Source: an optimization exercise on an open RTL-to-GDS flow (aim: small area, a short achievable clock period and few clock cycles per item). Production flows keep margins and buffers that such runs may drop. Function was checked by simulation only, so behaviour that the tests miss may differ from the original.

[run.sh]
#!/bin/bash
# synth_recipe.tcl (not shown) runs the flow's synth.tcl, then flattens the netlist and writes it again
# the make line also repeats each setting of config.mk as NAME=value (left out here)
make -C /OpenROAD-flow-scripts/flow DESIGN_CONFIG=/design/flow/config.mk WORK_HOME=/design/flow/orfs CLKGATE_MAP_FILE= SYNTH_SCRIPT=/design/flow/synth_recipe.tcl finish
[design.v]
module mvm_seq_sat #(
    parameter int N      = 8,
    parameter int S      = 8,
    parameter int R      = 8,
    parameter int SIGNED = 1
) (
    input  logic             CLOCK_50,
    input  logic             reset_n,
    input  logic             in_valid,
    output logic             in_ready,
    input  logic [R*S*N-1:0] w,
    input  logic [S*N-1:0]   u,
    output logic             out_valid,
    input  logic             out_ready,
    output logic [R*N-1:0]   v
    ,
    output logic [R-1:0]     sat_flag
);
    function automatic logic [8:0] mulsat(input logic [7:0] a, input logic [7:0] b);
        logic signed [7:0]  sa, sb;
        logic signed [15:0] p;
        logic               o;
        sa = a;
        sb = b;
        p  = sa * sb;
        o = (p[15:7] != {9{p[15]}});
        mulsat = {o, o ? (p[15] ? 8'h80 : 8'h7F) : p[7:0]};
    endfunction
    function automatic logic [8:0] addsat(input logic [7:0] a, input logic [7:0] b);
        logic [8:0] s;
        logic       o;
        s = {a[7], a} + {b[7], b};
        o = s[8] ^ s[7];
        addsat = {o, o ? (s[8] ? 8'h80 : 8'h7F) : s[7:0]};
    endfunction
    logic [63:0] v_d, v_q;
    logic [7:0]  f_d, f_q;
    logic        ov_q;
    logic        acc_in;
    always_comb begin
        for (int r = 0; r < 8; r++) begin
            logic [8:0] m, a;
            logic       f;
            m = mulsat(w[(r * 8) * 8 +: 8], u[7:0]);
            a = m;
            f = m[8];
            for (int i = 1; i < 8; i++) begin
                m = mulsat(w[(r * 8 + i) * 8 +: 8], u[i * 8 +: 8]);
                a = addsat(a[7:0], m[7:0]);
                f = f | m[8] | a[8];
            end
            v_d[r * 8 +: 8] = a[7:0];
            f_d[r]          = f;
        end
    end
    assign in_ready = reset_n & (~ov_q | out_ready);
    assign acc_in   = in_valid & in_ready;
    always_ff @(posedge CLOCK_50 or negedge reset_n) begin
        if (!reset_n) begin
            ov_q <= 1'b0;
        end else if (acc_in) begin
            ov_q <= 1'b1;
        end else if (out_ready) begin
            ov_q <= 1'b0;
        end
    end
    always_ff @(posedge CLOCK_50) begin
        if (acc_in) begin
            v_q <= v_d;
            f_q <= f_d;
        end
    end
    assign out_valid = ov_q;
    assign v         = v_q;
    assign sat_flag  = f_q;
endmodule
module mvm_top (
    input  logic         CLOCK_50,
    input  logic         reset_n,
    input  logic         in_valid,
    output logic         in_ready,
    input  logic [511:0] w,
    input  logic [63:0]  u,
    output logic         out_valid,
    input  logic         out_ready,
    output logic [63:0]  v,
    output logic [7:0]   sat_flag
);
    mvm_seq_sat #(
        .N(8),
        .S(8),
        .R(8),
        .SIGNED(1)
    ) u_mvm (
        .CLOCK_50 (CLOCK_50),
        .reset_n  (reset_n),
        .in_valid (in_valid),
        .in_ready (in_ready),
        .w        (w),
        .u        (u),
        .out_valid(out_valid),
        .out_ready(out_ready),
        .v        (v),
        .sat_flag (sat_flag)
    );
endmodule
[config.mk]
export PLATFORM = sky130hd
export DESIGN_NAME = mvm_top
export DESIGN_NICKNAME = mvm_top
export VERILOG_FILES = /design/flow/design.v
export SDC_FILE = /design/flow/constraint.sdc
export NUM_CORES = 4
export LEC_CHECK = 0
export CAP_MARGIN = 20
export CORE_MARGIN = 2
export CORE_UTILIZATION = 40
export SLEW_MARGIN = 20
[constraint.sdc]
create_clock -name core_clock -period 32.0 [get_ports {CLOCK_50}]
set_input_delay 6.4000 -clock core_clock [delete_from_list [all_inputs] [get_ports {CLOCK_50}]]
set_output_delay 6.4000 -clock core_clock [all_outputs]
set_load 0.01 [all_outputs]
==> results_dict.tcl, run 1 <==
set metrics [dict create \
    clk_pin_slew_ns 0.09 \
    dr.pass1.iters 6 \
    synth-edff-count 72 \
    cts.hold.buffers_added 0 \
    htree_num_levels 3 \
    synthesis.nets 28000 \
    final_core_util 0.432 \
    grt_overflow 0 \
    slowest_delay_ns 0.75 \
    rsz0062_at_grt "no" \
    slew_headroom 0.0868 \
    worstPathArrival_ns 30.23 \
    synth-async-reset-ratio 0.0137 \
    syn_inst 21600 \
    yosys-top-cells-area "fa_1, ha_1, inv_1" \
    io_pins 654 \
    critPathMostFrequentCell "fa_1" \
    gp_congestion 0.942 \
    dpl.hpwl_um 478000 \
    clockBufferDepth 2 \
    worstSetupStartpointType "primary input" \
    finalNetCount 28400 \
    cts-root-buf "clkbuf_16" \
    outcome "no timing/DRC/antenna violations" \
    start_util 0.401 \
    finalSetupViolations 0 \
    end_kind "flip-flop" \
    post-route-min-period_ns 30.04 \
    final_common_cell "inv_1" \
    cts_tree "done" \
    wire_per_inst_um 19.6 \
    criticalPathCategory "primary input to flip-flop" \
    holdWs_ns 0.498 \
    io_buffers 653 \
    chipHeight_um 686 \
    layout-drive-gt1-share 0.0217 \
    insertion_delay_ns 0.44 \
    fin_setup_tns_ns 0 \
    via_per_inst 5.14 \
    reg2reg_to "u_mvm.v_q[26]$_DFFE_PP_" \
    wl_um 553000 \
    worst_r2r_path_depth 5 \
    r2r_start "u_mvm.ov_q$_DFFE_PN0P_" \
    maxCapViolCount 0 \
    drc_errors 0 \
    hold_violations 0 \
    grt_max_degree 65 \
    synth.distinct_cells 108 \
    top_layer "met5" \
    yosysWarnings 1 \
    final_antenna_net_count 0 \
    die_w_um 686 \
    wl_met1_um 252000 \
    max_freq_mhz 33.3 \
    crit_start "u[3]" \
    hp-class "flip-flop to flip-flop" \
    antenna_found_initial 183 \
    grt_use_total 0.238 \
    dieArea_um2 471000 \
    wl_met3_um 35900 \
    area_delta_synth_final_pct 7.51 \
    ys_seq_area_frac 0.0118 \
    fp.coreArea_um2 464000 \
    netlist_area_um2 186000 \
    slowest_stage "mux2i_4" \
    vias 145000 \
    critical_path_required_ns 32.19 \
    final_cell_mix "inv_1, fa_1, ha_1" \
    synth_top_flop_cell "edfxtp_1" \
    yosysTopAreaCell "fa_1" \
    numCtsBuffers 9 \
    tightest_slew_ns 1.36 \
    grt_pass1_vias 149000 \
    period_share 0.939 \
    yosysTopAreaCellShare 0.385 \
    fin_worst_skew_ns 0.0218 \
    syn_area_per_cell_um2 8.62 \
    row_count 250 \
    drt_iter0_drc 8210 \
    ys_seq_elements 73 \
    wl_met2_um 245000 \
    clock-sinks 73 \
    maxSlewViolCount 0 \
    worstSetupEndpoint "u_mvm.f_q[3]$_DFFE_PP_" \
    cp_max_fo 36 \
    rrSetupSlack_ns 29.57 \
    grt_pass1_wl_um 872000 \
]
==> cell usage after synthesis, types with 72 or more instances <==
| cell | instances |
|---|---|
| fa_1 | 3576 |
| xor2_1 | 373 |
| o2111ai_1 | 92 |
| o21bai_1 | 96 |
| a21oi_1 | 698 |
| nor2b_1 | 244 |
| nand3_1 | 226 |
| clkbuf_1 | 475 |
| a21o_1 | 359 |
| and2_1 | 2290 |
| nor3_1 | 258 |
| ha_1 | 2304 |
| o21ai_0 | 595 |
| mux2i_1 | 125 |
| o21a_1 | 173 |
| nand2_1 | 1941 |
| nor2_1 | 572 |
| inv_1 | 4519 |
| xnor2_1 | 955 |
| edfxtp_1 | 72 |
| nand2b_1 | 472 |
==> critical path, delay by kind of cell <==
| family | cells | cell delay (ns) |
|---|---|---|
| fa+ha+maj | 19 | 7.19 |
| xor+xnor | 1 | 0.41 |
| buf+inv | 8 | 1.44 |
| mux | 2 | 1.05 |
| simple gates | 27 | 5.13 |
| compound gates | 39 | 8.54 |
==> cell type report <==
type                            instances  area (um^2)
Inverter                             4520        17000
Antenna cell                          107          268
Fill cell                           46400       264000
Multi-Input combinational cell      16500       165000
Tap cell                             6174         7720
Sequential cell                        73         2190
Clock inverter                          6         90.1
Clock buffer                           10          229
Timing Repair Buffer                  791         7290
==> routing by layer <==
layer	global-route usage	vias up
li1	-	68200
met1	0.330	72900
met2	0.375	3072
met3	0.0442	566
met4	0.0739	108
met5	0	-
==> stage by stage <==
stage / std cells / instance area [um^2] / setup WS (ns)
2_1_floorplan: 21600 / 186000 / 4.90
3_3_place_gp: 28100 / 199000 / 1.19
3_5_place_dp: 28100 / 199000 / 1.27
4_1_cts: 28100 / 200000 / 1.73
5_1_grt: 28100 / 200000 / 0.0892
6_report: 28200 / 200000 / 1.96
==> what timing repair did <==
| action | in CTS | in global routing |
|---|---|---|
| endpoints found under the hold margin | 0 | 0 |
| endpoints found under the setup margin | 0 | 2 |
| setup buffers | 0 | 0 |
| resized for setup | 0 | 4 |
==> how the worst min path moves through the flow <==
stage / from / end / slack, ns / cells after the start
after floorplan: u_mvm.ov_q$_DFFE_PN0P_ / u_mvm.ov_q$_DFFE_PN0P_ / 0.53 / 2
after global placement: u_mvm.ov_q$_DFFE_PN0P_ / u_mvm.ov_q$_DFFE_PN0P_ / 0.48 / 2
after detailed placement: u_mvm.ov_q$_DFFE_PN0P_ / u_mvm.ov_q$_DFFE_PN0P_ / 0.49 / 2
after CTS: u_mvm.ov_q$_DFFE_PN0P_ / u_mvm.ov_q$_DFFE_PN0P_ / 0.51 / 2
after global routing: u_mvm.ov_q$_DFFE_PN0P_ / u_mvm.ov_q$_DFFE_PN0P_ / 0.54 / 2
final: u_mvm.ov_q$_DFFE_PN0P_ / u_mvm.ov_q$_DFFE_PN0P_ / 0.50 / 2
==> flip-flops by register name, summed over array words and instances, names as in the netlist <==
signal and count:
u_mvm.v_q 64, u_mvm.f_q 8, u_mvm.ov_q 1
==> cells by family after synthesis <==
logic type	after synthesis	synth area share
AND/OR/NAND/NOR	6503	0.184
adder cells (fa/ha/maj)	5881	0.540
buffers and inverters	5008	0.101
AO/OA/AOI/OAI	2609	0.0914
XOR/XNOR	1328	0.0625
multiplexers	175	0.00975
flip-flops	73	0.0118
Testbench counts, summed over its fixed seeds: cycles 1,608, items 1,600.
==> run 2, diff against run 1 <==
--- a/design.v
+++ b/design.v
@@ -34,44 +34,68 @@
         addsat = {o, o ? (s[8] ? 8'h80 : 8'h7F) : s[7:0]};
     endfunction
-    logic [63:0] v_d, v_q;
-    logic [7:0]  f_d, f_q;
-    logic        ov_q;
-    logic        acc_in;
+    logic [511:0] m_d, m_q;
+    logic [7:0]   pf_d, pf_q;
+    logic         s1_q;
     always_comb begin
         for (int r = 0; r < 8; r++) begin
-            logic [8:0] m, a;
-            logic       f;
-            m = mulsat(w[(r * 8) * 8 +: 8], u[7:0]);
-            a = m;
-            f = m[8];
-            for (int i = 1; i < 8; i++) begin
+            logic [8:0] m;
+            pf_d[r] = 1'b0;
+            for (int i = 0; i < 8; i++) begin
                 m = mulsat(w[(r * 8 + i) * 8 +: 8], u[i * 8 +: 8]);
-                a = addsat(a[7:0], m[7:0]);
-                f = f | m[8] | a[8];
+                m_d[(r * 8 + i) * 8 +: 8] = m[7:0];
+                pf_d[r] = pf_d[r] | m[8];
             end
-            v_d[r * 8 +: 8] = a[7:0];
-            f_d[r]          = f;
         end
     end
-    assign in_ready = reset_n & (~ov_q | out_ready);
+    logic [71:0] res;
+    always_comb begin
+        for (int r = 0; r < 8; r++) begin
+            logic [8:0] a;
+            logic       f;
+            a = {1'b0, m_q[(r * 8) * 8 +: 8]};
+            f = pf_q[r];
+            for (int i = 1; i < 8; i++) begin
+                a = addsat(a[7:0], m_q[(r * 8 + i) * 8 +: 8]);
+                f = f | a[8];
+            end
+            res[r * 8 +: 8] = a[7:0];
+            res[64 + r]     = f;
+        end
+    end
+    logic [71:0] e0_q, e1_q;
+    logic [1:0]  cnt_q, cnt_d;
+    logic        take, acc_in;
+    logic [1:0]  keep;
+    assign take     = cnt_q[0] | cnt_q[1];
+    assign keep     = cnt_q - {1'b0, take & out_ready};
+    assign in_ready = reset_n & ((keep == 2'd0) | ((keep == 2'd1) & ~s1_q));
     assign acc_in   = in_valid & in_ready;
+    assign cnt_d    = keep + {1'b0, s1_q};
     always_ff @(posedge CLOCK_50 or negedge reset_n) begin
         if (!reset_n) begin
-            ov_q <= 1'b0;
-        end else if (acc_in) begin
-            ov_q <= 1'b1;
-        end else if (out_ready) begin
-            ov_q <= 1'b0;
+            s1_q  <= 1'b0;
+            cnt_q <= 2'd0;
+        end else begin
+            s1_q  <= acc_in;
+            cnt_q <= cnt_d;
         end
     end
     always_ff @(posedge CLOCK_50) begin
-        if (acc_in) begin
-            v_q <= v_d;
-            f_q <= f_d;
+        m_q  <= m_d;
+        pf_q <= pf_d;
+    end
+    always_ff @(posedge CLOCK_50) begin
+        if (keep == 2'd0) begin
+            e0_q <= res;
+        end else if (take & out_ready) begin
+            e0_q <= e1_q;
+        end
+        if (keep == 2'd1) begin
+            e1_q <= res;
         end
     end
-    assign out_valid = ov_q;
-    assign v         = v_q;
-    assign sat_flag  = f_q;
+    assign out_valid = take;
+    assign v         = e0_q[63:0];
+    assign sat_flag  = e0_q[71:64];
 endmodule
 module mvm_top (
==> run 2 against run 1 <==
Still clean. Utilization increased by 0.31 points. Clock skew increased by 0.035 ns. Worst setup slack improved by 12 ns. Die area increased by 6.2%. Cell count increased by 2.4%. Synthesized area increased by 6.2%. Sequential cell count increased by 594. First-iteration DRC count increased by 1.0%. Wire length increased by 4.5%.
==> results_dict.tcl, run 2 <==
set metrics [dict create \
    via_per_inst 5.15 \
    dieArea_um2 500000 \
    drt_iter0_drc 8292 \
    yosys-top-cells-area "fa_1, ha_1, inv_1" \
    slowest_stage "a31oi_1" \
    grt_use_total 0.233 \
    crit_start "u_mvm.m_q[448]$_DFF_P_" \
    end_kind "flip-flop" \
    top_regs "u_mvm.m_q: 512 flops, u_mvm.e0_q: 72 flops, u_mvm.e1_q: 72 flops" \
    largest_reg_flops 512 \
    ys_top_cells_by_count "inv_1, fa_1, ha_1" \
    finalSetupViolations 0 \
    wl_um 578000 \
    fp.coreArea_um2 493000 \
    clockBufferDepth 3 \
    yosysTopAreaCell "fa_1" \
    fin_area_um2 214000 \
    place_area_um2 211000 \
    io_buffers 653 \
    syn_inst 21800 \
    setup_ws_ns 14.18 \
    pre_cts_ws_ns 14.52 \
    maxSlewViolCount 0 \
    worstSetupStartpointType "flip-flop" \
    vias 149000 \
    yosysWarnings 1 \
    final_antenna_net_count 0 \
    io_pins 654 \
    ys_seq_area_frac 0.0749 \
    die_w_um 707 \
    yosysMostFrequentCell "inv_1" \
    insertion_delay_ns 0.73 \
    max_freq_mhz 56.1 \
    seq_area_um2 14800 \
    gp_congestion 0.964 \
    synth-async-reset-ratio 0.00450 \
    syn_area_per_cell_um2 9.06 \
    hp-class "flip-flop to flip-flop" \
    worstPathArrival_ns 18.30 \
    rrSetupSlack_ns 14.18 \
    start_util 0.401 \
    dr.pass1.iters 6 \
    maxCapViolCount 0 \
    worstHoldStart "u_mvm.e1_q[7]$_DFFE_PN_" \
    htree_num_levels 3 \
    cp_max_fo 9 \
    tightest_slew_ns 1.25 \
    post_cts_buffers 0 \
    cts.hold.buffers_added 0 \
    grt_pass1_vias 153000 \
    synthesis.nets 28300 \
    hold_violations 0 \
    synth_top_flop_cell "dfxtp_1" \
    chipHeight_um 707 \
    yosysTopAreaCellShare 0.362 \
    wire_per_inst_um 20.0 \
    clock-sinks 667 \
    cts-root-buf "clkbuf_16" \
    num-fill-cells 48300 \
    multi_input_area_um2 166000 \
    drc_errors 0 \
    criticalPathCategory "flip-flop to flip-flop" \
    grt_overflow 0 \
    synth-edff-count 144 \
    slew_headroom 0.142 \
    post-route-min-period_ns 17.82 \
    clk_pin_slew_ns 0.06 \
    top_register "u_mvm.m_q" \
    rsz0062_at_grt "no" \
    antenna_found_initial 190 \
    synth.distinct_cells 117 \
    dpl.hpwl_um 490000 \
    ys_seq_elements 667 \
    finalNetCount 28600 \
    outcome "no timing/DRC/antenna violations" \
    cts_resized 0 \
    fin_setup_tns_ns 0 \
    r2r_start "u_mvm.m_q[448]$_DFF_P_" \
    grt_max_degree 65 \
    cts_tree "done" \
    period_share 0.557 \
    fin_worst_skew_ns 0.0572 \
    final_core_util 0.435 \
    area_delta_synth_final_pct 8.43 \
    netlist_area_um2 198000 \
    layout-drive-gt1-share 0.0271 \
    final_common_cell "inv_1" \
    grt_pass1_wl_um 904000 \
    numCtsBuffers 84 \
    critical_path_required_ns 32.47 \
    slowest_delay_ns 0.82 \
    final_cell_mix "inv_1, fa_1, ha_1" \
    row_count 258 \
]
-- run 2: changes by cell type after synthesis, sizes merged, moves of 99 or more --
cell	before	now
dfxtp	0	520
inv	4519	4059
nand2b	472	613
and2	2291	2159
a21o	359	462
o21ai	611	710
-- run 2: final timing paths --
| check | to | cells past startpoint |
|---|---|---|
| worst max-delay path | u_mvm.e0_q[60]$_DFFE_PP_ | 68 |
| worst min-delay path | u_mvm.e0_q[7]$_DFFE_PP_ | 2 |
| worst max register to register | u_mvm.e0_q[60]$_DFFE_PP_ | 68 |
| worst min register to register | u_mvm.e0_q[7]$_DFFE_PP_ | 2 |
| max in group asynchronous | u_mvm.cnt_q[0]$_DFF_PN0_ | 1 |
| min in group asynchronous | u_mvm.s1_q$_DFF_PN0_ | 1 |
-- run 2: cell families after synthesis --
family,synth area share
flip-flops,0.0749
adder cells (fa/ha/maj),0.508
AND/OR/NAND/NOR,0.170
XOR/XNOR,0.0568
AO/OA/AOI/OAI,0.0947
multiplexers,0.00814
buffers and inverters,0.0868
-- run 2: layer usage --
metal / GRT usage / wire (um)
met5: 0 / 699
met4: 0.0776 / 20800
met3: 0.0366 / 33600
met2: 0.380 / 267000
met1: 0.316 / 256000
-- run 2: area by class of cell --
class                      instances  share of cell area
antenna                          125             0.00146
timing repair buffer             759              0.0327
multi-input combinational      16600               0.774
clock buffer                     107              0.0107
sequential                       667              0.0691
inverter                        4059              0.0711
clock inverter                    49             0.00318
tap                             6500              0.0380
-- run 2: stage by stage --
step / cells / hold WS (ns)
6_report: 28900 / 0.516
5_1_grt: 28800 / 0.531
4_1_cts: 28700 / 0.505
3_5_place_dp: 28600 / 0.501
3_3_place_gp: 28600 / 0.500
2_1_floorplan: 21800 / 0.478
-- run 2: critical path, delay by kind of cell, from the launching register on --
family / cells / cell delay [ns]
buffers and inverters: 1 / 0.06
muxes: 3 / 1.37
AOI/OAI and AO/OA: 40 / 10.67
DFF: 1 / 0.31
and+or+nand+nor: 14 / 2.00
adders and majority gates: 10 / 3.14
Testbench counts of run 2, summed over its fixed seeds: cycles 1,616, items 1,600.

[separate check: timing with driven ports]
Ports are ideal in the flow. The routed layouts listed here were re-timed in OpenROAD. Step 1 assumes that a clkbuf_16 drives the clock port and a buf_2 every other input. Step 2, shift: input delay + t, output delay - t, t = (earliest + latest rising clock arrival at the registers) / 2. This alone moves slack from input paths to output paths. a / b / c = ideal ports / drivers / drivers and shift; a / b = the first two.
run | shift t [ns] | setup slack, ns | cell pins on the clock port's net
run 1 | 0.516 | 1.964 / 1.960 / 1.445 | 1
run 2 | 0.804 | 14.178 / 14.178 / 14.178 | 1
After both steps setup and hold are still met in every run listed. The setup slack of run 1, which loses most, moves by -0.004 ns with the drivers and by -0.519 ns with both steps.
